From an optimization exercise on the open Yosys and OpenROAD flow, aimed at a short achievable clock period and few clock cycles per item; shortcuts taken in it are not production practice. Function was checked by simulation only, so behaviour that the tests miss may differ from the original.

==> inputs of run a <==
// datapath
module datapath #(
  parameter isa_pkg::word_t PC_INIT = '0
) (
  input  wire logic           CLK,
  input  wire logic           nRST,
  output isa_pkg::word_t      imem_addr_o,
  input  isa_pkg::word_t      imem_load_i,
  input  wire logic           ihit_i,
  output logic                dmem_ren_o,
  output logic                dmem_wen_o,
  output isa_pkg::word_t      dmem_addr_o,
  output isa_pkg::word_t      dmem_store_o,
  input  isa_pkg::word_t      dmem_load_i,
  input  wire logic           dhit_i,
  output logic                halt_o
);
  localparam int BHT_BITS = 6;
  logic [9:0]               pc;
  logic                     fd_valid;
  logic                     dx_valid;
  isa_pkg::regbits_t        dx_wsel;
  logic                     dx_dren, dx_dwen, dx_halt, dx_br, dx_bne, dx_pred;
  logic                     dx_sub, dx_sel_add, dx_sel_and, dx_sel_or, dx_sel_slt;
  logic                     dx_fs;
  isa_pkg::regbits_t        xm_wsel;
  logic                     xm_dren, xm_dwen;
  logic [(1<<BHT_BITS)-1:0] bht_v, bht_t;
  isa_pkg::word_t           fd_instr;
  logic [31:1]              fd_rs_oh, fd_rt_oh;
  logic                     fd_pred;
  logic [9:0]               fd_alt;
  logic [BHT_BITS-1:0]      fd_bi;
  logic [9:0]               dx_alt;
  logic [BHT_BITS-1:0]      dx_bi;
  isa_pkg::word_t           dx_a, dx_b, dx_s;    
  isa_pkg::word_t           xm_alu, xm_store;
  logic                     advance;
  isa_pkg::word_t           m_value;
  assign advance = ihit_i && (!(xm_dren || xm_dwen) || dhit_i) && !halt_o;
  logic [5:0]          f_op;
  logic                f_j, f_br, f_halt, f_spred, f_pred;
  logic [9:0]          f_pc4, f_btgt, f_next;
  logic [BHT_BITS-1:0] f_bi;
  logic [31:1]         f_rs_oh, f_rt_oh;
  assign f_op   = imem_load_i[31:26];
  assign f_j    = (f_op == isa_pkg::J);
  assign f_br   = (f_op == isa_pkg::BEQ) || (f_op == isa_pkg::BNE);
  assign f_halt = (f_op == isa_pkg::HALT);
  assign f_pc4  = pc + 10'd1;
  assign f_btgt = f_pc4 + imem_load_i[9:0];
  assign f_spred = imem_load_i[15] ||
  ...
==> flow/config.mk <==
export PLATFORM = sky130hd
export DESIGN_NAME = datapath
export DESIGN_NICKNAME = datapath
export VERILOG_FILES = /design/flow/design.v
export SDC_FILE = /design/flow/constraint.sdc
export NUM_CORES = 4
export LEC_CHECK = 0
export CAP_MARGIN = 20
export CORE_MARGIN = 2
export CORE_UTILIZATION = 30
export PLACE_DENSITY = 0.45
export SLEW_MARGIN = 20
export TNS_END_PERCENT = 100
==> flow/constraint.sdc <==
create_clock -name core_clock -period 9.0 [get_ports {CLK}]
set_input_delay 1.8000 -clock core_clock [delete_from_list [all_inputs] [get_ports {CLK}]]
set_output_delay 1.8000 -clock core_clock [all_outputs]
set_load 0.01 [all_outputs]
standard.sh (not shown) runs the stock make flow with config.mk's settings and CLKGATE_MAP_FILE= SYNTH_SCRIPT=/design/flow/synth_recipe.tcl, a recipe that flattens the netlist after the stock synthesis.
==> flow/flow/run.sh <==
#!/bin/bash
set -euo pipefail
cd "$(dirname "$0")/.."
bash standard.sh SETUP_SLACK_MARGIN=6.0 ABC_CLOCK_PERIOD_IN_PS=2800 finish > make_finish.log 2>&1
==> run b (differences from run a) <==
--- a/flow/design.v
+++ b/flow/design.v
@@ -36,22 +36,26 @@
   output isa_pkg::word_t         rdat1_o,
   output isa_pkg::word_t         rdat2_o
 );
   isa_pkg::word_t regs [31:1];
   logic [31:1]    valid;
   always_ff @(posedge CLK, negedge nRST) begin
     if (!nRST) begin
       valid <= '0;
-    end else if (wen_i && wsel_i != '0) begin
-      valid[wsel_i] <= 1'b1;
+    end else begin
+      for (int i = 1; i < 32; i++) begin
+        if (wen_i && wsel_i == 5'(i)) valid[i] <= 1'b1;
+      end
     end
   end
   always_ff @(posedge CLK) begin
-    if (wen_i && wsel_i != '0) regs[wsel_i] <= wdat_i;
+    for (int i = 1; i < 32; i++) begin
+      if (wen_i && wsel_i == 5'(i)) regs[i] <= wdat_i;
+    end
   end
   always_comb begin
     rdat1_o = '0;
     rdat2_o = '0;
     for (int i = 1; i < 32; i++) begin
       rdat1_o = rdat1_o | ({32{rsel1_i[i] & valid[i]}} & regs[i]);
       rdat2_o = rdat2_o | ({32{rsel2_i[i] & valid[i]}} & regs[i]);
     end
@@ -166,29 +170,62 @@
   input  wire logic       sub_i,
   input  wire logic       sel_add_i,
   input  wire logic       sel_and_i,
   input  wire logic       sel_or_i,
   input  wire logic       sel_slt_i,
   output isa_pkg::word_t  result_o,
   output logic            equal_o
 );
-  logic [32:0] sum;
-  logic        b_sign;
-  logic        slt;
-  assign sum    = {a_i, 1'b1} + {b_i, sub_i};
+  isa_pkg::word_t sum;
+  logic           b_sign;
+  logic           slt;
+  prefix_add #(.W(32), .L(6)) add (
+    .a_i   (a_i),
+    .b_i   (b_i),
+    .cin_i (sub_i),
+    .sum_o (sum)
+  );
   assign b_sign = b_i[31] ^ sub_i;
-  assign slt    = (a_i[31] ^ b_sign) ? a_i[31] : sum[32];
-  assign result_o = ({32{sel_add_i}} & sum[32:1]) |
+  assign slt    = (a_i[31] ^ b_sign) ? a_i[31] : sum[31];
+  assign result_o = ({32{sel_add_i}} & sum) |
                     ({32{sel_and_i}} & (a_i & b_i)) |
                     ({32{sel_or_i}}  & (a_i | b_i)) |
                     {31'd0, sel_slt_i & slt};
   assign equal_o = (a_i == b_i);
 endmodule
 `default_nettype wire
+`default_nettype none
+module prefix_add #(
+  parameter int W = 32,
+  parameter int L = 6        
+) (
+  input  wire logic [W-1:0] a_i,
+  input  wire logic [W-1:0] b_i,
+  input  wire logic         cin_i,
+  output logic      [W-1:0] sum_o
+);
+  logic [W:0] g [0:L];
+  logic [W:0] p [0:L];
+  assign g[0] = {a_i & b_i, cin_i};
+  assign p[0] = {a_i ^ b_i, 1'b0};
+  for (genvar l = 0; l < L; l++) begin : g_level
+    for (genvar i = 0; i <= W; i++) begin : g_pos
+      if (i >= (1 << l)) begin : g_comb
+        assign g[l+1][i] = g[l][i] | (p[l][i] & g[l][i-(1<<l)]);
+        assign p[l+1][i] = p[l][i] & p[l][i-(1<<l)];
+      end else begin : g_pass
+        assign g[l+1][i] = g[l][i];
+        assign p[l+1][i] = p[l][i];
+      end
+    end
+  end
+  assign sum_o = p[0][W:1] ^ g[L][W-1:0];
+endmodule
+`default_nettype wire
 `timescale 1ns/1ps
 `default_nettype none
 module hazard_forward_unit (
   input  isa_pkg::regbits_t  rs_i,
   input  isa_pkg::regbits_t  rt_i,
   input  isa_pkg::regbits_t  st_i,
   input  isa_pkg::regbits_t  dx_wsel_i,    
   input  wire logic          dx_dren_i,
@@ -225,52 +262,62 @@
   input  wire logic           dhit_i,
   output logic                halt_o
 );
   localparam int BHT_BITS = 6;
   logic [9:0]               pc;
   logic                     fd_valid;
   logic                     dx_valid;
   isa_pkg::regbits_t        dx_wsel;
-  logic                     dx_dren, dx_dwen, dx_halt, dx_br, dx_bne, dx_pred;
+  logic                     dx_dren, dx_dwen, dx_halt, dx_br, dx_bne, dx_pred, dx_spred;
   logic                     dx_sub, dx_sel_add, dx_sel_and, dx_sel_or, dx_sel_slt;
   logic                     dx_fs;
   isa_pkg::regbits_t        xm_wsel;
   logic                     xm_dren, xm_dwen;
-  logic [(1<<BHT_BITS)-1:0] bht_v, bht_t;
+  logic [(1<<BHT_BITS)-1:0] bht_flip;
+  isa_pkg::word_t           xm_addr, xm_store;
   isa_pkg::word_t           fd_instr;
   logic [31:1]              fd_rs_oh, fd_rt_oh;
-  logic                     fd_pred;
-  logic [9:0]               fd_alt;
+  logic                     fd_pred, fd_spred;
+  logic [9:0]               fd_pc4, fd_btgt;
   logic [BHT_BITS-1:0]      fd_bi;
   logic [9:0]               dx_alt;
   logic [BHT_BITS-1:0]      dx_bi;
   isa_pkg::word_t           dx_a, dx_b, dx_s;    
-  isa_pkg::word_t           xm_alu, xm_store;
+  isa_pkg::word_t           xm_alu;
   logic                     advance;
   isa_pkg::word_t           m_value;
   assign advance = ihit_i && (!(xm_dren || xm_dwen) || dhit_i) && !halt_o;
   logic [5:0]          f_op;
   logic                f_j, f_br, f_halt, f_spred, f_pred;
   logic [9:0]          f_pc4, f_btgt, f_next;
   logic [BHT_BITS-1:0] f_bi;
   logic [31:1]         f_rs_oh, f_rt_oh;
   assign f_op   = imem_load_i[31:26];
   assign f_j    = (f_op == isa_pkg::J);
   assign f_br   = (f_op == isa_pkg::BEQ) || (f_op == isa_pkg::BNE);
   assign f_halt = (f_op == isa_pkg::HALT);
   assign f_pc4  = pc + 10'd1;
-  assign f_btgt = f_pc4 + imem_load_i[9:0];
+  prefix_add #(.W(10), .L(4)) btgt_add (
+    .a_i   (pc),
+    .b_i   (imem_load_i[9:0]),
+    .cin_i (1'b1),
+    .sum_o (f_btgt)
+  );
   assign f_spred = imem_load_i[15] ||
                    ((f_op == isa_pkg::BNE) != (imem_load_i[25:21] == imem_load_i[20:16]));
   assign f_bi    = pc[BHT_BITS-1:0];
-  assign f_pred  = f_br && (bht_v[f_bi] ? bht_t[f_bi] : f_spred);
-  assign f_next = f_halt ? pc :
-                  f_j    ? imem_load_i[9:0] :
-                  f_pred ? f_btgt : f_pc4;
+  logic f_eq, f_flip, f_t_beq, f_t_bne;
+  assign f_eq    = (imem_load_i[25:21] == imem_load_i[20:16]);
+  assign f_flip  = bht_flip[f_bi];
+  assign f_t_beq = f_flip ^ (imem_load_i[15] || f_eq);
+  assign f_t_bne = f_flip ^ (imem_load_i[15] || !f_eq);
+  assign f_pred  = ((f_op == isa_pkg::BEQ) && f_t_beq) || ((f_op == isa_pkg::BNE) && f_t_bne);
+  assign f_next = ({10{f_halt}} & pc) | ({10{f_j}} & imem_load_i[9:0]) |
+                  ({10{f_pred}} & f_btgt) | ({10{!(f_halt || f_j || f_pred)}} & f_pc4);
   always_comb begin
     for (int i = 1; i < 32; i++) begin
       f_rs_oh[i] = (imem_load_i[25:21] == 5'(i));
       f_rt_oh[i] = (imem_load_i[20:16] == 5'(i));
     end
   end
   assign imem_addr_o = {20'd0, pc, 2'b00};
   isa_pkg::regbits_t d_rs, d_rt, d_st, d_wsel;
@@ -298,17 +345,17 @@
     .dwen_o    (d_dwen),
     .halt_o    (d_halt),
     .br_o      (d_br),
     .bne_o     (d_bne)
   );
   register_file rf (
     .CLK     (CLK),
     .nRST    (nRST),
-    .wen_i   (advance),
+    .wen_i   (!xm_dren || dhit_i),
     .wsel_i  (xm_wsel),
     .wdat_i  (m_value),
     .rsel1_i (fd_rs_oh),
     .rsel2_i (fd_rt_oh),
     .rdat1_o (rdat1),
     .rdat2_o (rdat2)
   );
   assign m_value = xm_dren ? dmem_load_i : xm_alu;
@@ -353,16 +400,17 @@
       dx_valid   <= 1'b0;
       dx_wsel    <= '0;
       dx_dren    <= 1'b0;
       dx_dwen    <= 1'b0;
       dx_halt    <= 1'b0;
       dx_br      <= 1'b0;
       dx_bne     <= 1'b0;
       dx_pred    <= 1'b0;
+      dx_spred   <= 1'b0;
       dx_sub     <= 1'b0;
       dx_sel_add <= 1'b0;
       dx_sel_and <= 1'b0;
       dx_sel_or  <= 1'b0;
       dx_sel_slt <= 1'b0;
       dx_fs      <= 1'b0;
       xm_wsel    <= '0;
       xm_dren    <= 1'b0;
@@ -374,61 +422,70 @@
       dx_valid   <= fd_valid && !(mispredict || e_halt || stall);
       dx_wsel    <= d_wsel;
       dx_dren    <= d_dren;
       dx_dwen    <= d_dwen;
       dx_halt    <= d_halt;
       dx_br      <= d_br;
       dx_bne     <= d_bne;
       dx_pred    <= fd_pred;
+      dx_spred   <= fd_spred;
       dx_sub     <= d_sub;
       dx_sel_add <= d_sel_add;
       dx_sel_and <= d_sel_and;
       dx_sel_or  <= d_sel_or;
       dx_sel_slt <= d_sel_slt;
       dx_fs      <= d_fs[1];
       if (mispredict) pc <= dx_alt;
       else if (!stall) pc <= f_next;
       if (mispredict) fd_valid <= 1'b0;
       else if (!stall) fd_valid <= 1'b1;
     end
   end
   always_ff @(posedge CLK) begin
     if (advance) begin
       xm_alu   <= e_result;
-      xm_store <= e_s;
-      dx_alt   <= fd_alt;
+      dx_alt   <= fd_pred ? fd_pc4 : fd_btgt;
       dx_bi    <= fd_bi;
       dx_a     <= d_fa ? e_result : d_a;
       dx_b     <= (!d_use_imm && d_fb) ? (e_result ^ {32{d_sub}}) : (d_b ^ {32{d_sub}});
       dx_s     <= d_fs[0] ? e_result : d_s;
       if (!stall) begin
         fd_instr <= imem_load_i;
         fd_rs_oh <= f_rs_oh;
         fd_rt_oh <= f_rt_oh;
         fd_pred  <= f_pred;
-        fd_alt   <= f_pred ? f_pc4 : f_btgt;
+        fd_spred <= f_spred;
+        fd_pc4   <= f_pc4;
+        fd_btgt  <= f_btgt;
         fd_bi    <= f_bi;
       end
     end
   end
   always_ff @(posedge CLK, negedge nRST) begin
     if (!nRST) begin
-      bht_v <= '0;
-      bht_t <= '0;
+      bht_flip <= '0;
     end else if (advance && dx_valid && dx_br) begin
-      bht_v[dx_bi] <= 1'b1;
-      bht_t[dx_bi] <= e_taken;
+      bht_flip[dx_bi] <= e_taken ^ dx_spred;
+    end
+  end
+  always_ff @(posedge CLK, negedge nRST) begin
+    if (!nRST) begin
+      xm_addr  <= '0;
+      xm_store <= '0;
+    end else if (advance) begin
+      xm_addr  <= e_result;
+      xm_store <= e_s;
     end
   end
   always_ff @(posedge CLK, negedge nRST) begin
     if (!nRST) begin
       halt_o <= 1'b0;
     end else if (advance && e_halt) begin
       halt_o <= 1'b1;
     end
   end
   assign dmem_ren_o   = xm_dren;
   assign dmem_wen_o   = xm_dwen;
-  assign dmem_addr_o  = xm_alu;
+  assign dmem_addr_o  = xm_addr;
   assign dmem_store_o = xm_store;
 endmodule
 `default_nettype wire
==> flow/flow/run.sh (replaced) <==
#!/bin/bash
set -euo pipefail
cd "$(dirname "$0")/.."
bash standard.sh SETUP_SLACK_MARGIN=6.0 ABC_CLOCK_PERIOD_IN_PS=2800 \
  "BUFFER_PORTS_ARGS=-buffer_cell sky130_fd_sc_hd__buf_4" finish > make_finish.log 2>&1
- CORE_UTILIZATION: 30 -> 45
- PLACE_DENSITY: 0.45 -> 0.55
==> metrics.cfg <==
[power_and_ir_drop]
ir_worst_vdd_mv=0.194
seq-power_uw=8130

[timing]
clock_skew_ns=0.0522

[layout]
fin_util_pct=38.8
seq_area_sq_um=43400

[synth]
ys_top_cells_by_area=edfxtp_1, dfrtp_1, a22o_1
postSynthCellCount=4917
ys_seq_area_share_pct=64.7

[global_routing]
grt_use_met1_pct=39.1
grt_pass1_vias=52294
grt_pass1_wl_um=470000

[setup_path]
crit_fanout=1
endpoint=dmem_store_o[16]
path_depth=1

[run_status]
outcome=timing/DRC/antenna clean

[place]
dpl.hpwl_um=187000
dp_cells=7791

[clock_network]
cts-buffers-inserted=165

[end of results for run a]
==> metrics.cfg <==
[global_routing]
grt_pass1_wl_um=411000
grt_pass1_vias=49999

[setup_path]
path_depth=12

[place]
dpl.hpwl_um=161000
dp_cells=6694

[synth]
postSynthCellCount=4893
ys_top_cells_by_area=edfxtp_1, dfrtp_1, a22o_1

[layout]
seq_area_sq_um=42700
fin_util_pct=55.8

[timing]
clock_skew_ns=0.0445

[power_and_ir_drop]
ir_worst_vdd_mv=0.170

[run_status]
outcome=timing/DRC/antenna clean

[end of results for run b]
Testbench counts of run a, summed over its fixed seeds: cycles 118,832, instrs 113,530.
Testbench counts of run b, summed over its fixed seeds: cycles 118,814, instrs 113,530.

-- port drivers added, routing unchanged --
The flow's constraints put no driver on any port. The routed layouts listed below were extracted and timed again, unchanged, in two steps.
Step 1, drivers: a clkbuf_16 drives CLK and a buf_2 each remaining input, both assumed.
Step 2 also shifts input and output timing later by t, the mid clock arrival at the registers, as if the neighbouring blocks saw the same clock.
Three values: no drivers, after step 1, after step 2; two values: the first two.
run	t (ns)	setup WS [ns]	worst setup path after step 2	latest minus earliest clock arrival (ns)
run a	0.919	5.572 / 5.477 / 4.812	input to register	0.072 / 0.072
run b	0.867	5.672 / 5.604 / 5.105	input to register	0.056 / 0.057
After both steps every run listed still meets setup and hold. The setup slack of run a, which loses most, moves by -0.095 ns with the drivers and by -0.760 ns with both steps.
